From an optimization exercise on the open Yosys and OpenROAD flow, aimed at small area, a short achievable clock period and few clock cycles per item; shortcuts taken in it are not production practice. The RTL was checked by simulation tests, not by an equivalence proof against the original design. Power and IR drop assume default switching activity.

Design overwrite_ring_queue_of_strings_unit, start of the top module:
module overwrite_ring_queue_of_strings_unit (
	input  logic                        clk,
	input  logic                        arst_n,
	input  logic                        psel,
	input  logic                        penable,
	input  logic                        pwrite,
	input  logic [orq_pkg::APB_AW-1:0]  paddr,
	input  logic [orq_pkg::APB_DW-1:0]  pwdata,
	output logic [orq_pkg::APB_DW-1:0]  prdata,
	output logic                        pready,
	input  logic                        req_valid,
	output logic                        req_ready,
	input  logic                        req_op,
	input  logic [orq_pkg::BYTE_W-1:0]  req_in_byte,
	input  logic                        req_has_byte,
	input  logic                        req_is_last,
	output logic                        rsp_valid,
	input  logic                        rsp_ready,
	output logic [orq_pkg::BYTE_W-1:0]  rsp_out_byte,
	output logic                        rsp_byte_valid,
	output logic                        rsp_out_last,
	output logic                        rsp_was_empty,
	output logic [orq_pkg::OCC_W-1:0]   rsp_occupancy
);
Size: roughly 8000 cells after synthesis, ~4500 flip-flops, roughly 100 I/O pins, about 160000 sq um of cells after synthesis.
Settings: LEC_CHECK=0, ABC_CLOCK_PERIOD_IN_PS=3500, CAP_MARGIN=20, CELL_PAD_IN_SITES_DETAIL_PLACEMENT=1, CELL_PAD_IN_SITES_GLOBAL_PLACEMENT=2, CORE_MARGIN=2, CORE_UTILIZATION=45, CTS_CLUSTER_DIAMETER=100, CTS_CLUSTER_SIZE=25, PLACE_DENSITY=0.6, SETUP_SLACK_MARGIN=4.6, SLEW_MARGIN=20, SYNTH_HIERARCHICAL=1; clock period 8.0 ns.
run.sh (not shown) runs the stock make flow with config.mk's settings and CLKGATE_MAP_FILE= SYNTH_SCRIPT=/design/flow/synth_recipe.tcl, a recipe that flattens the netlist after the stock synthesis.
Testbench counts at the start, summed over its fixed seeds: cycles 31,335, items 28,834.
Next try:
Settings changed: SETUP_SLACK_MARGIN 4.6 to 4.5.
Sequential power hardly moves; utilization barely changes; total power is about the same; count of clock-buffer cells in the layout falls by 35; via count falls by 0.32%; routed wire length rises by 0.63%; non-clock buffer count falls by 3; global-route usage stays flat; fmax stays flat; die area is unchanged.


before:
Another version of the RTL of overwrite_ring_queue_of_strings_unit (not shown whole).
Size: about 160000 µm² of cells after synthesis.
==> flow/config.mk <==
export PLATFORM = sky130hd
export DESIGN_NAME = overwrite_ring_queue_of_strings_unit
export DESIGN_NICKNAME = overwrite_ring_queue_of_strings_unit
export VERILOG_FILES = /design/flow/design.v
export SDC_FILE = /design/flow/constraint.sdc
export NUM_CORES = 4
export LEC_CHECK = 0
export ABC_CLOCK_PERIOD_IN_PS = 3500
export CAP_MARGIN = 20
export CELL_PAD_IN_SITES_DETAIL_PLACEMENT = 1
export CELL_PAD_IN_SITES_GLOBAL_PLACEMENT = 2
export CORE_MARGIN = 2
export CORE_UTILIZATION = 45
export PLACE_DENSITY = 0.6
export SETUP_SLACK_MARGIN = 4.4
export SLEW_MARGIN = 20
==> flow/constraint.sdc <==
create_clock -name core_clock -period 8.0 [get_ports {clk}]
set_input_delay 1.6000 -clock core_clock [delete_from_list [all_inputs] [get_ports {clk}]]
set_output_delay 1.6000 -clock core_clock [all_outputs]
set_load 0.01 [all_outputs]
Testbench counts of before, summed over its fixed seeds: cycles 32,475, items 28,834.
Relative to before, the following input files were edited for after:
Settings: CTS_CLUSTER_SIZE now 25, previously not set; CTS_CLUSTER_DIAMETER now 100, previously not set.
--- outcome ---
- Sort after and before by count of plain and timing-repair buffers in the layout desc -> top: after
- The flow did not stop early for before: all stages ran, and the layout cleared the timing, DRC and antenna checks.
- after ran to completion and came out clean on the timing, DRC and antenna checks.
- Going from before to after, fmax now sits at about the same level, total power lower, share of the cycle needed by the critical path after routing now sits at about the same level.
- Total length of routed wires: lower on after


Another version of the RTL of overwrite_ring_queue_of_strings_unit (not shown whole).
Size: roughly 7900 cells after synthesis, about 4400 flip-flops, about 100 I/O pins.
==> flow/config.mk <==
export PLATFORM = sky130hd
export DESIGN_NAME = overwrite_ring_queue_of_strings_unit
export DESIGN_NICKNAME = overwrite_ring_queue_of_strings_unit
export VERILOG_FILES = /design/flow/design.v
export SDC_FILE = /design/flow/constraint.sdc
export NUM_CORES = 4
export LEC_CHECK = 0
export ABC_CLOCK_PERIOD_IN_PS = 3500
export CAP_MARGIN = 20
export CELL_PAD_IN_SITES_DETAIL_PLACEMENT = 1
export CELL_PAD_IN_SITES_GLOBAL_PLACEMENT = 2
export CORE_MARGIN = 2
export CORE_UTILIZATION = 45
export CTS_CLUSTER_DIAMETER = 100
export CTS_CLUSTER_SIZE = 25
export PLACE_DENSITY = 0.6
export SETUP_SLACK_MARGIN = 4.6
export SLEW_MARGIN = 20
export SYNTH_HIERARCHICAL = 1
==> flow/constraint.sdc <==
create_clock -name core_clock -period 8.0 [get_ports {clk}]
set_input_delay 1.6000 -clock core_clock [delete_from_list [all_inputs] [get_ports {clk}]]
set_output_delay 1.6000 -clock core_clock [all_outputs]
set_load 0.01 [all_outputs]
The baseline completed with no timing, DRC or antenna violations.
Testbench counts at the start, summed over its fixed seeds: cycles 31,335, items 28,834.
Change:
Settings changed: SETUP_SLACK_MARGIN 4.6 to 4.4.
What happened:
- design area came out lower slightly
- synthesized area is unchanged
- routed wire length came out lower by a few percent
- sequential share of layout area rises by 0.81 points
- cell count came out lower slightly
- clock power is about the same
- total power is about the same
- non-clock buffer count drops by 89
- worst hold slack got worse by 0.0069 ns
- core utilization shrinks by 0.53 points


Another version of the RTL of overwrite_ring_queue_of_strings_unit (not shown whole).
Settings: LEC_CHECK=0, ABC_CLOCK_PERIOD_IN_PS=3500, CAP_MARGIN=20, CELL_PAD_IN_SITES_DETAIL_PLACEMENT=1, CELL_PAD_IN_SITES_GLOBAL_PLACEMENT=2, CORE_MARGIN=2, CORE_UTILIZATION=45, CTS_CLUSTER_DIAMETER=100, CTS_CLUSTER_SIZE=25, PLACE_DENSITY=0.6, SETUP_SLACK_MARGIN=4.6, SLEW_MARGIN=20, SYNTH_HIERARCHICAL=1; clock period 8.0 ns.
Testbench counts at the start, summed over its fixed seeds: cycles 31,335, items 28,834.
==> next run, changes <==
--- a/flow/config.mk
+++ b/flow/config.mk
@@ -15,5 +15,5 @@
 export CTS_CLUSTER_SIZE = 25
 export PLACE_DENSITY = 0.6
-export SETUP_SLACK_MARGIN = 4.6
+export SETUP_SLACK_MARGIN = 4.4
 export SLEW_MARGIN = 20
 export SYNTH_HIERARCHICAL = 1
After rerunning:
- worst setup slack is better by 0.20 ns
- non-clock buffer count is lower by 160
- area after synthesis is unchanged
- count of clock-buffer cells in the layout grows by 5
- die area does not change
- via count decreases by a few percent
- power came out lower by a few percent
- design area came out lower slightly

## separate check: timing with driven ports
In the flow no input, the clock included, has a driving cell. The finished layouts below were timed again as built, in two steps. Step 1 assumes that a clkbuf_16 drives the clock port and a buf_2 every other input. Step 2 adds t to the input delays and takes it off the output delays; t is the mean of the earliest and latest rising clock arrival at the registers after step 1. Input paths then give back, and output paths get back, about the clock's delay inside the block. Slacks: ideal ports / drivers / drivers and shift; pairs: ideal ports / drivers.
run	shift t [ns]	setup slack, ns	hold slack, ns	latest minus earliest clock arrival (ns)	slew at the worst register clock pin (ns)
the first run of note 1	1.044	4.314 / 4.235 / 3.886	0.426 / 0.426 / 0.426	0.040 / 0.040	0.11 / 0.11
the second run of note 1	1.045	4.324 / 4.240 / 3.488	0.409 / 0.409 / 0.409	0.056 / 0.056	0.11 / 0.11
before	1.110	4.249 / 4.208 / 3.589	0.416 / 0.416 / 0.416	0.062 / 0.062	0.07 / 0.07
after	1.091	4.259 / 4.208 / 3.628	0.423 / 0.423 / 0.423	0.056 / 0.056	0.12 / 0.12
the first run of note 3	1.050	4.402 / 4.262 / 3.611	0.350 / 0.350 / 0.350	0.061 / 0.061	0.11 / 0.11
the second run of note 3	1.050	4.332 / 4.258 / 3.442	0.343 / 0.343 / 0.343	0.068 / 0.069	0.11 / 0.11
the first run of note 4	1.041	4.118 / 4.118 / 3.869	0.337 / 0.337 / 0.337	0.073 / 0.072	0.11 / 0.11
the second run of note 4	1.058	4.320 / 4.251 / 3.513	0.348 / 0.348 / 0.348	0.070 / 0.070	0.11 / 0.11
After both steps setup and hold are still met in every run listed. The setup slack of the second run of note 3, which loses most, moves by -0.074 ns with the drivers and by -0.890 ns with both steps.
